Background: an optimization exercise with open tools, aiming at small area. Do not read the settings as production practice.
Only simulation tests tie the RTL to the original design; equivalence was not proved.
Power is estimated from default activity; no workload was simulated.

==> flow/design.v (excerpt) <==
module pc_crtc_top (
   input  logic                I_CLK,
   input  logic                I_RST,
   input  logic                port30_we,
   input  logic                crtc_we,
   input  logic                adr,
   input  logic [7:0]          data,
   input  logic [7:0]          ram_data,
   input  logic                busack,
   output crtc_pkg::vram_adr_t ram_adr,
   output logic                busreq,
   output logic [3:0]          vga_r,
   output logic [3:0]          vga_g,
   output logic [3:0]          vga_b,
   output logic                vga_hs,
   output logic                vga_vs
);
   logic       p30_we_q;
   logic       crtc_we_q;
   logic       busack_q;
   logic       adr_q;
   logic [7:0] data_q;
   logic [7:0] rdata;
   always_ff @(posedge I_CLK or posedge I_RST) begin
      if (I_RST) begin
         p30_we_q  <= 1'b0;
         crtc_we_q <= 1'b0;
      end else begin
         p30_we_q  <= port30_we;
         crtc_we_q <= crtc_we;
      end
   end
   always_ff @(posedge I_CLK) begin
      busack_q <= busack;
      adr_q  <= adr;
      data_q <= data;
      rdata  <= ram_data;
   end
   logic       cmd_we;
   logic       par_we;
   logic [2:0] seq_q;
   logic       width80;
   logic [3:0] lpc;
   logic [6:0] xcurs;
   logic [4:0] ycurs15;
   assign cmd_we = crtc_we_q && adr_q;
   assign par_we = crtc_we_q && !adr_q;
   always_ff @(posedge I_CLK or posedge I_RST) begin
      if (I_RST) begin
         seq_q   <= 3'd0;
         width80 <= 1'b0;
         lpc     <= 4'd9;
         xcurs   <= 7'd0;
         ycurs15 <= 5'd0;
      end else begin
         if (p30_we_q)
            width80 <= data_q[0];
         if (cmd_we) begin
            if (data_q == 8'h00)
               seq_q <= 3'd5;
            if (data_q == 8'h80)
               ycurs15 <= 5'(15 * 31);
            if (data_q == 8'h81)
               seq_q <= 3'd7;
         end
         if (par_we) begin
            if (seq_q == 3'd3)
               lpc <= data_q[3:0];
            if (seq_q == 3'd7)
               xcurs <= data_q[6:0];
            if (seq_q == 3'd6)
               ycurs15 <= {data_q[0], 4'd0} - data_q[4:0];
            if (seq_q != 3'd0)
               seq_q <= (seq_q == 3'd6) ? 3'd0 : seq_q - 3'd1;
         end
      end
   end
   logic [9:0] hcnt_q;
   logic [9:0] vcnt_q;
   logic [3:0] cline_q;
   logic       line_end;
  ...
clock: 4.5 ns
lec_check: 0
cap_margin: 20
core_margin: 2
core_utilization: 75
slew_margin: 20
standard.sh (not shown) runs the stock make flow with config.mk's settings and CLKGATE_MAP_FILE= SYNTH_SCRIPT=/design/flow/synth_recipe.tcl, a recipe that flattens the netlist after the stock synthesis.
==> flow/flow/run.sh <==
#!/bin/bash
# The standard layout (standard.sh) with these changes:
#  - synthesis: the standard script, but ABC uses flow/area.abc
#  - CTS: no dummy loads for skew balancing, clkbuf_8 clock buffers in
#    sink clusters of at most 20
#  - port buffers: the smallest buffer cell
set -euo pipefail
here=$(pwd)
export FLOW_SYNTH_TCL="$here/synth_recipe.tcl"
export AREA_ABC_SCRIPT="$here/flow/area.abc"
export CTS_ARGS="-sink_clustering_enable -repair_clock_nets -sink_clustering_size 20 -sink_clustering_max_diameter 50 -buf_list sky130_fd_sc_hd__clkbuf_8 -dont_use_dummy_load"
export BUFFER_PORTS_ARGS="-buffer_cell sky130_fd_sc_hd__buf_1"
bash standard.sh SYNTH_SCRIPT="$here/flow/synth_area.tcl" finish > standard_flow.log 2>&1
==> flow/flow/area.abc <==
&get -n
&st
&syn4
&dch -f
&nf -R 1000 -p
&st
&syn4
&dch -f
&nf -R 1000 -p
&st
&syn4
&dch -f
&nf -R 1000 -p
&put
==> flow/flow/synth_area.tcl <==
# The standard synthesis (synth_recipe.tcl, sourced unchanged) with two
# differences: ABC maps the combinational logic with flow/area.abc, an
# area-recovering script, instead of ORFS's speed script; and the buffers
# on pass-through wires are buf_1 instead of buf_4.  Flip-flops are mapped
# before ABC runs, so the registers are the standard synthesis's.
set ::env(MIN_BUF_CELL_AND_PORTS) "sky130_fd_sc_hd__buf_1 A X"
proc abc {args} {
  set i [lsearch -exact $args -script]
  if {$i >= 0} { lset args [expr {$i + 1}] $::env(AREA_ABC_SCRIPT) }
  yosys abc {*}$args
}
source $::env(FLOW_SYNTH_TCL)
Change:
--- a/flow/design.v
+++ b/flow/design.v
@@ -77,48 +77,49 @@
    logic       cmd_we;
    logic       par_we;
    logic [2:0] seq_q;
    logic       width80;
    logic [3:0] lpc;
    logic [6:0] xcurs;
-   logic [4:0] ycurs15;
+   logic [4:0] ycurs;
    assign cmd_we = crtc_we_q && adr_q;
    assign par_we = crtc_we_q && !adr_q;
    always_ff @(posedge I_CLK or posedge I_RST) begin
       if (I_RST) begin
          seq_q   <= 3'd0;
          width80 <= 1'b0;
          lpc     <= 4'd9;
          xcurs   <= 7'd0;
-         ycurs15 <= 5'd0;
+         ycurs   <= 5'd0;
       end else begin
          if (p30_we_q)
             width80 <= data_q[0];
          if (cmd_we) begin
             if (data_q == 8'h00)
                seq_q <= 3'd5;
             if (data_q == 8'h80)
-               ycurs15 <= 5'(15 * 31);
+               ycurs <= 5'd31;
             if (data_q == 8'h81)
                seq_q <= 3'd7;
          end
          if (par_we) begin
             if (seq_q == 3'd3)
                lpc <= data_q[3:0];
             if (seq_q == 3'd7)
                xcurs <= data_q[6:0];
             if (seq_q == 3'd6)
-               ycurs15 <= {data_q[0], 4'd0} - data_q[4:0];
+               ycurs <= data_q[4:0];
             if (seq_q != 3'd0)
                seq_q <= (seq_q == 3'd6) ? 3'd0 : seq_q - 3'd1;
          end
       end
    end
    logic [9:0] hcnt_q;
    logic [9:0] vcnt_q;
    logic [3:0] cline_q;
+   logic [4:0] crow_q;
    logic       line_end;
    logic       row_end;
    logic       frame_end;
    logic       hdisp;
    logic       vdisp;
    always_ff @(posedge I_CLK or posedge I_RST) begin
@@ -135,18 +136,25 @@
    assign line_end  = (hcnt_q == 10'd640 - 10'd1);
    assign frame_end = line_end && (vcnt_q == 10'd525 - 10'd1);
    assign row_end   = line_end && vcnt_q[0] && (cline_q == lpc);
    assign hdisp     = (hcnt_q < 10'd640);
    assign vdisp     = (vcnt_q < 10'd400);
    always_ff @(posedge I_CLK or posedge I_RST) begin
-      if (I_RST)
-         cline_q <= '0;
-      else if (frame_end || row_end)
+      if (I_RST) begin
          cline_q <= '0;
-      else if (line_end && vcnt_q[0])
-         cline_q <= cline_q + 4'd1;
+         crow_q  <= '0;
+      end else begin
+         if (frame_end || row_end)
+            cline_q <= '0;
+         else if (line_end && vcnt_q[0])
+            cline_q <= cline_q + 4'd1;
+         if (frame_end)
+            crow_q <= '0;
+         else if (row_end)
+            crow_q <= crow_q + 5'd1;
+      end
    end
    logic [11:0] base_q;
    logic [6:0]  count_q;
    logic        xfer;
    assign xfer = busreq && busack_q;
    always_ff @(posedge I_CLK or posedge I_RST) begin
@@ -257,13 +265,13 @@
    end
    always_ff @(posedge I_CLK) begin
       if (load) begin
          dot_a  <= show && !cline_q[3] && rd_l;
          dot_b  <= show && !cline_q[3] && rd_r;
          dot_n  <= 2'd0;
-         curs_q <= show && (col_q == xcurs) && (base_q[4:0] == ycurs15);
+         curs_q <= show && (col_q == xcurs) && (crow_q == ycurs);
       end else if (shift_en) begin
          dot_n <= dot_n + 2'd1;
          if (dot_n == 2'd3) begin
             dot_a <= dot_b;
             dot_b <= 1'b0;
          end
Outcome:
- final area increases by 0.75%
- wire length decreases by 0.91%
- total power increases by 1.2%
- core utilization decreases by 0.71 points
- flip-flop and latch count increases by 5
- cell count barely changes
- area after synthesis increases by 0.33%
- combinational power decreases by about 0.7%

[port drivers added, routing unchanged]
No port has a modelled driver above. Below, the same layouts with a new extraction and two added sets of constraints.
Step 1, drivers: a clkbuf_16 drives I_CLK and a buf_2 each remaining input, both assumed.
Step 2 also shifts input and output timing later by t, the mid clock arrival at the registers, as if the neighbouring blocks saw the same clock.
Slacks: ideal ports / drivers / drivers and shift; pairs: ideal ports / drivers.
run | t (ns) | setup slack, ns | worst hold slack (ns) | worst setup path after step 2 | slew at the worst register clock pin (ns)
the first run | 0.633 | 0.842 / 0.793 / 1.167 | 0.266 / 0.239 / 0.300 | register to register | 0.12 / 0.12
the second run | 0.627 | 0.962 / 0.912 / 1.173 | 0.294 / 0.294 / 0.294 | register to register | 0.12 / 0.12
After both steps setup and hold are still met in every run listed.
